Background: an optimization exercise with open tools, aiming at small area, a short achievable clock period and few clock cycles per item. Do not read the settings as production practice. Only simulation tests tie the RTL to the original design; equivalence was not proved.

## flow/design.v (module list and top-level ports; edited modules follow where they fit)
// module exp_fx_mul: 24 lines
// module exp_taylor_seq: 3889 lines
module exp_taylor_seq (
  input  logic        clk,
  input  logic        rst_n,
  input  logic        in_valid,
  output logic        in_ready,
  input  logic [31:0] in_data,
  output logic        out_valid,
  input  logic        out_ready,
  output logic [31:0] out_data
);
  // ...
==> flow/flow/run.sh <==
#!/bin/bash
set -euo pipefail
MARGIN=$(cat flow/margin.txt)
R=$PWD/orfs/results/$FLOW_PLATFORM/exp_taylor_seq/base
bash standard.sh "$R/1_2_yosys.v" > flow_synth.log 2>&1
python3 flow/polar.py "$R/1_2_yosys.v" > flow_polar.log 2>&1
bash standard.sh SETUP_SLACK_MARGIN=$MARGIN finish > flow_make.log 2>&1
==> flow/flow/margin.txt <==
7.25
==> flow/flow/polar.py <==
#!/usr/bin/env python3
"""Removes inverters around full-adder cells in a Yosys netlist (in place).

A full adder is self-dual: FA(~a, ~b, ~c) = (~sum, ~cout). Yosys maps the design with
`abc -fast` before it extracts adders, so many sky130 fa cells end up with inverters on
their inputs or outputs. This pass flips an adder (takes its inputs from the other side
of their inverters and lets its outputs carry the complement) whenever that removes more
inverters than it adds, and repeats until no flip helps. Registers are not touched.
Usage: polar.py netlist.v
"""
import re
import sys

path = sys.argv[1]
text = open(path).read()

m_first = re.search(r"^\s*sky130_fd_sc_hd__\w+\s+\S+\s*\(", text, re.M)
head = text[: m_first.start()]
body = text[m_first.start():]
end = body.rindex("endmodule")
tail = body[end:]
body = body[:end]

cell_re = re.compile(r"\s*(sky130_fd_sc_hd__\w+)\s+(\S+)\s*\((.*?)\);", re.S)
pin_re = re.compile(r"\.(\w+)\(\s*([^()]*?)\s*\)")

cells = {}
order = []
pos = 0
for m in cell_re.finditer(body):
    assert body[pos:m.start()].strip() == "", body[pos:m.start()][:200]
    pos = m.end()
    typ, name, pins = m.group(1), m.group(2), m.group(3)
    pd = {}
    for p, n in pin_re.findall(pins):
        assert "{" not in n and "," not in n, n
        pd[p] = n.strip()
    cells[name] = [typ, pd]
    order.append(name)
assert body[pos:].strip() == ""

OUTP = {"X", "Y", "Q", "Q_N", "SUM", "COUT", "HI", "LO"}
ports = set()
for m in re.finditer(r"^\s*output\s+(\[(\d+):(\d+)\]\s+)?(\w+);", head, re.M):
    if m.group(1):
        for i in range(int(m.group(3)), int(m.group(2)) + 1):
            ports.add(f"{m.group(4)}[{i}]")
    else:
        ports.add(m.group(4))

driver = {}
loads = {}
for c, (t, pd) in cells.items():
    for p, n in pd.items():
        if p in OUTP:
            driver[n] = (c, p)
        else:
            loads.setdefault(n, set()).add((c, p))


def is_inv(c):
    return c in cells and re.match(r"sky130_fd_sc_hd__(clk)?inv_\d+$", cells[c][0]) is not None


def connect(c, p, n):
    old = cells[c][1][p]
    if p in OUTP:
        if driver.get(old) == (c, p):
            del driver[old]
        driver[n] = (c, p)
    else:
        loads[old].discard((c, p))
        loads.setdefault(n, set()).add((c, p))
    cells[c][1][p] = n


def remove(c):
    for p, n in cells[c][1].items():
        if p in OUTP:
            if driver.get(n) == (c, p):
                del driver[n]
        else:
            loads[n].discard((c, p))
    del cells[c]


uid = [0]
new_nets = []


def new_net():
    uid[0] += 1
    n = f"_polar_n{uid[0]}_"
    new_nets.append(n)
    return n


def add_inv(a, y):
    uid[0] += 1
    c = f"_polar_i{uid[0]}_"
    cells[c] = ["sky130_fd_sc_hd__inv_1", {"A": a, "Y": y}]
    order.append(c)
    loads.setdefault(a, set()).add((c, "A"))
    driver[y] = (c, "Y")
    return c


def inv_of(n):
    """An existing inverter whose input is n."""
    for c, p in loads.get(n, ()):
        if is_inv(c) and p == "A":
            return c
    return None


def gain(f):
    pd = cells[f][1]
    g = 0
    need_new = set()
    ins = [pd[p] for p in ("A", "B", "CIN")]
    for n in set(ins):
        k = ins.count(n)
        d = driver.get(n)
        if d and is_inv(d[0]):
            others = [l for l in loads.get(n, ()) if l[0] != f]
            if not others and n not in ports:
                g += 1
        elif inv_of(n) is None:
            need_new.add(n)
    g -= len(need_new)
    for p in ("SUM", "COUT"):
        o = pd[p]
        inv_l = [c for c, q in loads.get(o, ()) if is_inv(c)]
        other = [l for l in loads.get(o, ()) if not is_inv(l[0])]
        g += len(inv_l)
        if other or o in ports:
            g -= 1
    return g


def flip(f):
    pd = cells[f][1]
    for p in ("A", "B", "CIN"):
        n = pd[p]
        d = driver.get(n)
        if d and is_inv(d[0]):
            inv = d[0]
            m = cells[inv][1]["A"]
            connect(f, p, m)
            if not loads.get(n) and n not in ports:
                remove(inv)
        else:
            inv = inv_of(n)
            if inv is None:
                y = new_net()
                add_inv(n, y)
                connect(f, p, y)
            else:
                connect(f, p, cells[inv][1]["Y"])
    for p in ("SUM", "COUT"):
        o = pd[p]
        inv_l = [c for c, q in list(loads.get(o, ())) if is_inv(c)]
        other = [l for l in loads.get(o, ()) if not is_inv(l[0])]
        if inv_l:
            keep = inv_l[0]
            u = cells[keep][1]["Y"]
            remove(keep)
            connect(f, p, u)
            for c in inv_l[1:]:
                uk = cells[c][1]["Y"]
                remove(c)
                for (lc, lp) in list(loads.get(uk, ())):
                    connect(lc, lp, u)
                if uk in ports:
                    raise Exception("inverter drives a port")
            if other or o in ports:
                add_inv(u, o)
        else:
            if other or o in ports:
                nn = new_net()
                connect(f, p, nn)
                add_inv(nn, o)


before = sum(1 for c in cells if is_inv(c))
total = 0
for it in range(20):
    changed = 0
    for f in list(order):
        if f in cells and cells[f][0].startswith("sky130_fd_sc_hd__fa_"):
            if gain(f) > 0:
                flip(f)
                changed += 1
    total += changed
    if not changed:
        break
# an inverter behind a lone xor2/xnor2 output: swap the gate for its complement instead
COMP = {"sky130_fd_sc_hd__xor2_1": "sky130_fd_sc_hd__xnor2_1", "sky130_fd_sc_hd__xnor2_1": "sky130_fd_sc_hd__xor2_1"}
swapped = 0
for c in list(order):
    if c not in cells or not is_inv(c):
        continue
    n = cells[c][1]["A"]
    d = driver.get(n)
    if not d or cells[d[0]][0] not in COMP or n in ports:
        continue
    if loads.get(n) != {(c, "A")}:
        continue
    g = d[0]
    y = cells[c][1]["Y"]
    remove(c)
    newpin = "Y" if d[1] == "X" else "X"
    del driver[n]
    pd = cells[g][1]
    del pd[d[1]]
    pd[newpin] = y
    driver[y] = (g, newpin)
    cells[g][0] = COMP[cells[g][0]]
    swapped += 1
print(f"polar: swapped {swapped} xor/xnor gates for their inverters")
after = sum(1 for c in cells if is_inv(c))
print(f"polar: flipped {total} adders, inverters {before} -> {after}")

used = set()
for c, (t, pd) in cells.items():
    used.update(pd.values())


def fmt(n):
    return n + " " if n.startswith("\\") else n


hl = []
for line in head.rstrip("\n").split("\n"):
    mw = re.match(r"^\s*wire\s+(\\\S+\s|\w+)\s*;\s*$", line)
    if mw and mw.group(1).strip() not in used and mw.group(1).strip() not in ports:
        continue
    hl.append(line)
out = ["\n".join(hl)]
for n in new_nets:
    if n in used:
        out.append(f"  wire {n};")
for c in order:
    if c not in cells:
        continue
    t, pd = cells[c]
    pins = ",\n".join(f"    .{p}({fmt(n)})" for p, n in pd.items())
    out.append(f"  {t} {c} (\n{pins}\n  );")
out.append(tail)
open(path, "w").write("\n".join(out))
==> flow/standard.sh <==
#!/bin/bash
# synth_recipe.tcl (not shown) runs the flow's synth.tcl, then flattens the netlist and writes it again
# the make line also repeats each setting of config.mk as NAME=value (left out here)
make -C /OpenROAD-flow-scripts/flow DESIGN_CONFIG=/design/flow/config.mk WORK_HOME=/design/flow/orfs CLKGATE_MAP_FILE= SYNTH_SCRIPT=/design/flow/synth_recipe.tcl "${@:-finish}"
==> flow/config.mk <==
export PLATFORM = sky130hd
export DESIGN_NAME = exp_taylor_seq
export DESIGN_NICKNAME = exp_taylor_seq
export VERILOG_FILES = /design/flow/design.v
export SDC_FILE = /design/flow/constraint.sdc
export NUM_CORES = 4
export LEC_CHECK = 0
export CAP_MARGIN = 20
export CORE_MARGIN = 2
export CORE_UTILIZATION = 55
export CTS_BUF_LIST = sky130_fd_sc_hd__clkbuf_8
export CTS_CLUSTER_SIZE = 20
export SLEW_MARGIN = 20
==> flow/constraint.sdc <==
create_clock -name core_clock -period 11.0 [get_ports {clk}]
set_input_delay 2.2000 -clock core_clock [delete_from_list [all_inputs] [get_ports {clk}]]
set_output_delay 2.2000 -clock core_clock [all_outputs]
set_load 0.01 [all_outputs]
==> out/results.tsv, run 1 <==
metric	value	unit
routability cong.	0.881	
vias per std cell	6.27	
leading cell type in the layout, fill and taps excluded	a22oi_1	
Crit Path Class	flop to flop	
Top Metal Used	met5	
CTS Root Cell	clkbuf_8	
r2r worst-path depth	17	
layout cells sized above 1	10.8	%
Worst Hold Path Cells	0	
Ports	70	
status	timing/DRC/antenna clean	
met3 Use GR	7.75	%
Area Overhead vs Synth	10.2	%
Reg with most FFs	zr0_q	
period utilization	35.8	%
delay-heaviest family, CP	compound AO/OA/AOI/OAI gates	
drt total wl	148	mm
GRT met1 Usage	45.5	%
syn_area_per_cell	10.4	sq um
Synth Warn #	1	
unrepaired setup endpoints after global routing	yes	
GR Util met2	56.5	%
final setup TNS	0	ns
NumNets Final	5006	
clock network area share	4.16	%
sequential cell area share	23.7	%
Testbench counts, summed over its fixed seeds: cycles 6,120, items 320.
==> run 2: changes to the inputs <==
--- a/flow/design.v
+++ b/flow/design.v
@@ -2798,17 +2798,17 @@
   assign bkp29 = (rr0_q[45] ^ rr1_q[45]);
   logic bkg30, bkp30;
   assign bkg30 = (rr0_q[46] & rr1_q[46]);
   assign bkp30 = (rr0_q[46] ^ rr1_q[46]);
   logic bkg31, bkp31;
   assign bkg31 = (rr0_q[47] & rr1_q[47]);
   assign bkp31 = (rr0_q[47] ^ rr1_q[47]);
   logic bkg0c;
-  assign bkg0c = bkg0 | (bkp0 & rlo_q);
+  assign bkg0c = bkg0;
   logic bkG1, bkP1;
   assign bkG1 = bkg1 | (bkp1 & bkg0c);
   assign bkP1 = bkp1 & bkp0;
   logic bkG2, bkP2;
   assign bkG2 = bkg3 | (bkp3 & bkg2);
   assign bkP2 = bkp3 & bkp2;
   logic bkG3, bkP3;
   assign bkG3 = bkg5 | (bkp5 & bkg4);
@@ -2970,17 +2970,17 @@
   assign bkG55 = bkg26 | (bkp26 & bkG41);
   assign bkP55 = bkp26 & bkP41;
   logic bkG56, bkP56;
   assign bkG56 = bkg28 | (bkp28 & bkG35);
   assign bkP56 = bkp28 & bkP35;
   logic bkG57, bkP57;
   assign bkG57 = bkg30 | (bkp30 & bkG42);
   assign bkP57 = bkp30 & bkP42;
-  assign rsum = {(bkp31 ^ bkG57), (bkp30 ^ bkG42), (bkp29 ^ bkG56), (bkp28 ^ bkG35), (bkp27 ^ bkG55), (bkp26 ^ bkG41), (bkp25 ^ bkG54), (bkp24 ^ bkG32), (bkp23 ^ bkG53), (bkp22 ^ bkG40), (bkp21 ^ bkG52), (bkp20 ^ bkG34), (bkp19 ^ bkG51), (bkp18 ^ bkG39), (bkp17 ^ bkG50), (bkp16 ^ bkG29), (bkp15 ^ bkG49), (bkp14 ^ bkG38), (bkp13 ^ bkG48), (bkp12 ^ bkG33), (bkp11 ^ bkG47), (bkp10 ^ bkG37), (bkp9 ^ bkG46), (bkp8 ^ bkG25), (bkp7 ^ bkG45), (bkp6 ^ bkG36), (bkp5 ^ bkG44), (bkp4 ^ bkG17), (bkp3 ^ bkG43), (bkp2 ^ bkG1), (bkp1 ^ bkg0c), (bkp0 ^ rlo_q), 16'd0};
+  assign rsum = {(bkp31 ^ (bkG57 | (bkP57 & rlo_q))), (bkp30 ^ (bkG42 | (bkP42 & rlo_q))), (bkp29 ^ (bkG56 | (bkP56 & rlo_q))), (bkp28 ^ (bkG35 | (bkP35 & rlo_q))), (bkp27 ^ (bkG55 | (bkP55 & rlo_q))), (bkp26 ^ (bkG41 | (bkP41 & rlo_q))), (bkp25 ^ (bkG54 | (bkP54 & rlo_q))), (bkp24 ^ (bkG32 | (bkP32 & rlo_q))), (bkp23 ^ (bkG53 | (bkP53 & rlo_q))), (bkp22 ^ (bkG40 | (bkP40 & rlo_q))), (bkp21 ^ (bkG52 | (bkP52 & rlo_q))), (bkp20 ^ (bkG34 | (bkP34 & rlo_q))), (bkp19 ^ (bkG51 | (bkP51 & rlo_q))), (bkp18 ^ (bkG39 | (bkP39 & rlo_q))), (bkp17 ^ (bkG50 | (bkP50 & rlo_q))), (bkp16 ^ (bkG29 | (bkP29 & rlo_q))), (bkp15 ^ (bkG49 | (bkP49 & rlo_q))), (bkp14 ^ (bkG38 | (bkP38 & rlo_q))), (bkp13 ^ (bkG48 | (bkP48 & rlo_q))), (bkp12 ^ (bkG33 | (bkP33 & rlo_q))), (bkp11 ^ (bkG47 | (bkP47 & rlo_q))), (bkp10 ^ (bkG37 | (bkP37 & rlo_q))), (bkp9 ^ (bkG46 | (bkP46 & rlo_q))), (bkp8 ^ (bkG25 | (bkP25 & rlo_q))), (bkp7 ^ (bkG45 | (bkP45 & rlo_q))), (bkp6 ^ (bkG36 | (bkP36 & rlo_q))), (bkp5 ^ (bkG44 | (bkP44 & rlo_q))), (bkp4 ^ (bkG17 | (bkP17 & rlo_q))), (bkp3 ^ (bkG43 | (bkP43 & rlo_q))), (bkp2 ^ (bkG1 | (bkP1 & rlo_q))), (bkp1 ^ (bkg0c | (bkp0 & rlo_q))), (bkp0 ^ rlo_q), 16'd0};
   assign zpp735 = ((z_one[0] & y2[0]) ^ z_neg[0]);
   assign zpp736 = (((z_one[0] & y2[1]) | (z_two[0] & y2[0])) ^ z_neg[0]);
   assign zpp737 = (((z_one[0] & y2[2]) | (z_two[0] & y2[1])) ^ z_neg[0]);
   assign zpp738 = (((z_one[0] & y2[3]) | (z_two[0] & y2[2])) ^ z_neg[0]);
   assign zpp739 = (((z_one[0] & y2[4]) | (z_two[0] & y2[3])) ^ z_neg[0]);
   assign zpp740 = (((z_one[0] & y2[5]) | (z_two[0] & y2[4])) ^ z_neg[0]);
   assign zpp741 = (((z_one[0] & y2[6]) | (z_two[0] & y2[5])) ^ z_neg[0]);
   assign zpp742 = (((z_one[0] & y2[7]) | (z_two[0] & y2[6])) ^ z_neg[0]);
==> out/results.tsv, run 2 <==
metric	value	unit	change
Reg with most FFs	zr0_q		unchanged
Ports	70		unchanged
syn nets	5232		was 5135
Crit Path Class	flop to flop		unchanged
detailed placer's ending HPWL	100	mm	was 96.3 mm
unrepaired setup endpoints after global routing	yes		unchanged
crit path buf inv count	0		was 1
grt ovf	0		unchanged
post-layout util	61.2	%	was 61.5%
antenna violations before repair	4		was 5
Worst Setup Start Kind	flop		unchanged
Clock Sinks	547		unchanged
crit-path cells	fa_1 > ha_1 > and4_1 > nand2_1 > or3_1 > a211oi_1 > a21oi_2 > mux2i_1 > or3_4 > o21ai_1		was a21oi_2 > nor2b_1 > o21ai_1 > nand2b_1 > fa_2 > fa_2 > a21oi_2 > nor2b_1 > a311o_1 > a211oi_4 > buf_6 > nand2_4 > a311o_1 > a21o_1 > a21o_1 > a31o_1 > fa_2
Initial Utilization	55.5	%	was 55.8%
Die X	291	microns	was 290 microns
Rel. slew slack	21.3	%	was 17.0%
WL/cell	28.2	microns	was 27.7 microns
Critical-path top delay cell	ha_1		was fa_2
Final Skew	0.0483	ns	was 0.0333 ns
DRC	0		unchanged
Vias	34500		was 33.5k
flop2flop setup slack	7.28	ns	was 7.06 ns
Worst setup EP type	flop		unchanged
Worst Hold Path Cells	0		unchanged
number of nets with antenna violations after routing	0		unchanged
worst setup path start	zr0_q[34]		was rlo_pq[1]
syn_area_per_cell	10.2	sq um	was 10.4 sq um
Initial DRC Count	3794		was 3457
CTS tree	built		unchanged
Synth Warn #	1		unchanged
r2r startpoint	zr0_q[34]		was rlo_pq[1]
CTS Root Cell	clkbuf_8		unchanged
leading cell type in the layout, fill and taps excluded	a22oi_1		unchanged
drt total wl	154	mm	was 148 mm
Area Overhead vs Synth	10.4	%	was 10.2%
min Tclk post-route	3.72	ns	was 3.94 ns
layout cells sized above 1	9.92	%	was 10.8%
Synth Instances	4445		was 4335
critical path fanouts, max	9		was 2
htree depth	3		unchanged
Least-Margin Pin Slew	1.17	ns	was 1.23 ns
fmax	0.269	GHz	was 0.254 GHz
status	timing/DRC/antenna clean		unchanged
RR Endpoint	out_data[24]		was y2[30]
global-route wire length before repair	229	mm	was 225 mm
CTS buffer count	99		was 94
drt first pass iters	6		unchanged
CTS Hold Bufs	0		unchanged
Final Hold Fails	0		unchanged
worst hold start	z0[3]		was z0[13]
vias per std cell	6.32		was 6.27
Finished Layout Cells	5467		was 5349
DIE HEIGHT	291	microns	was 290 microns
final setup TNS	0	ns	unchanged
crit path to	out_data[24]		was y2[30]
NumNets Final	5095		was 5006
Critical Path RT	11.60	ns	was 11.66 ns
period utilization	33.8	%	was 35.8%
Setup Viol. Count Final	0		unchanged
mapped cell area	45500	sq um	was 45100 sq um
largest net degree at the start of global routing	75		was 60
r2r worst-path depth	10		was 17
Total GRT Usage	35.9	%	was 35.4%
Port Buffers	69		unchanged
placed cells	5250		was 5132
worst skew pair latency	0.78	ns	was 0.74 ns
WP depth	10		was 17
maxcap violations	0		unchanged
routability cong.	0.948		was 0.881
Reg clk slew, reported paths	0.07	ns	was 0.06 ns
clk buf depth	3		unchanged
Min Hold Slack	0.300	ns	was 0.316 ns
max-slew violation count	0		unchanged
delay-heaviest family, CP	simple AND/OR/NAND/NOR gates		was compound AO/OA/AOI/OAI gates
die area	85000	sq um	was 84300 sq um
Placeable Area	82000	sq um	was 80800 sq um
most frequent cells in the layout	676 x a22oi_1, 560 x fa_1, 519 x xor2_1, 417 x dfxtp_1, 341 x inv_1		was 668 x a22oi_1, 575 x fa_1, 506 x xor2_1, 411 x dfxtp_1, 346 x inv_1
vias in the first global route	35900		was 35.1k
Arr. time, crit path	4.32	ns	was 4.60 ns
row cnt	105		was 104
Hold WC Path Type	flop to flop		unchanged
top flop regs	zr0_q x48, zr1_q x47, zr2_q x45		unchanged
max reg flops	48		unchanged
CP max stage delay	0.50	ns	was 0.52 ns
run 2: per-stage QoR:
step           setup WS (ns)  instance area [sq um]
2_1_floorplan           7.26                  45500
3_3_place_gp            6.94                  46700
3_5_place_dp            6.89                  46700
4_1_cts                 7.21                  49200
5_1_grt                 7.17                  50200
6_report                7.28                  50200
run 2: worst register-to-register path, cell delays in order, from the launching register on:
cell and delay (ns):
dfxtp_1 0.32, fa_1 0.49, ha_1 0.51, and4_1 0.32, nand2_1 0.17, or3_1 0.41, a211oi_1 0.41, a21oi_2 0.15
mux2i_1 0.15, or3_4 0.45, o21ai_1 0.16
run 2: how the worst min path moves through the flow:
| stage | end | slack [ns] |
|---|---|---|
| final | z1[3] | 0.30 |
| after global routing | z1[3] | 0.33 |
| after CTS | z1[10] | 0.29 |
| after detailed placement | z1[14] | 0.31 |
| after global placement | z1[14] | 0.31 |
| after floorplan | d1 | 0.31 |
run 2: layout make-up:
cell class | instances | area (sq um)
fill | 6976 | 31800
tap | 1070 | 1340
clock buffer | 126 | 1730
multi-input combinational | 3129 | 31200
inverter | 324 | 1220
antenna | 4 | 10.0
timing repair buffer | 207 | 2470
clock inverter | 60 | 472
sequential | 547 | 11800
run 2: repair_timing:
action / 4_1_cts / 5_1_grt
cloned: 0 / 10
buffers inserted: 4 / 13
pin swaps: 1 / 15
hold endpoints to repair: 0 / 0
resized for setup: 118 / 168
endpoints found under the setup margin: 80 / 85
run 2: metal layers:
metal,up-vias,track usage (%),share of wire [%]
li1,14800,-,-
met1,17300,44.6,38
met2,1897,58.7,47
met3,533,7.43,8.8
met4,4,19.3,6.2
met5,-,0,0.017
Testbench counts of run 2, summed over its fixed seeds: cycles 6,120, items 320.

[re-timing with driven ports]
The flow's constraints put no driver on any port. The routed layouts listed below were extracted and timed again, unchanged, in two steps.
Step 1 (the two cells are an assumption about what drives the block):
set clk [get_ports {clk}]
set_driving_cell -lib_cell sky130_fd_sc_hd__clkbuf_16 $clk
set_driving_cell -lib_cell sky130_fd_sc_hd__buf_2 [delete_from_list [all_inputs] $clk]
Step 2 also shifts input and output timing later by t, the mid clock arrival at the registers, as if the neighbouring blocks saw the same clock.
Three values: ideal ports, drivers, drivers and shift; two values: the first two.
run | shift t [ns] | setup WS [ns] | worst hold slack (ns) | worst setup path at the end | worst register clock-pin slew, ns
run 1 | 0.792 | 7.060 / 7.060 / 7.060 | 0.316 / 0.316 / 0.316 | register to register | 0.07 / 0.07
run 2 | 0.821 | 7.283 / 7.283 / 7.283 | 0.300 / 0.300 / 0.300 | register to register | 0.07 / 0.07
After both steps setup and hold are still met in every run listed.
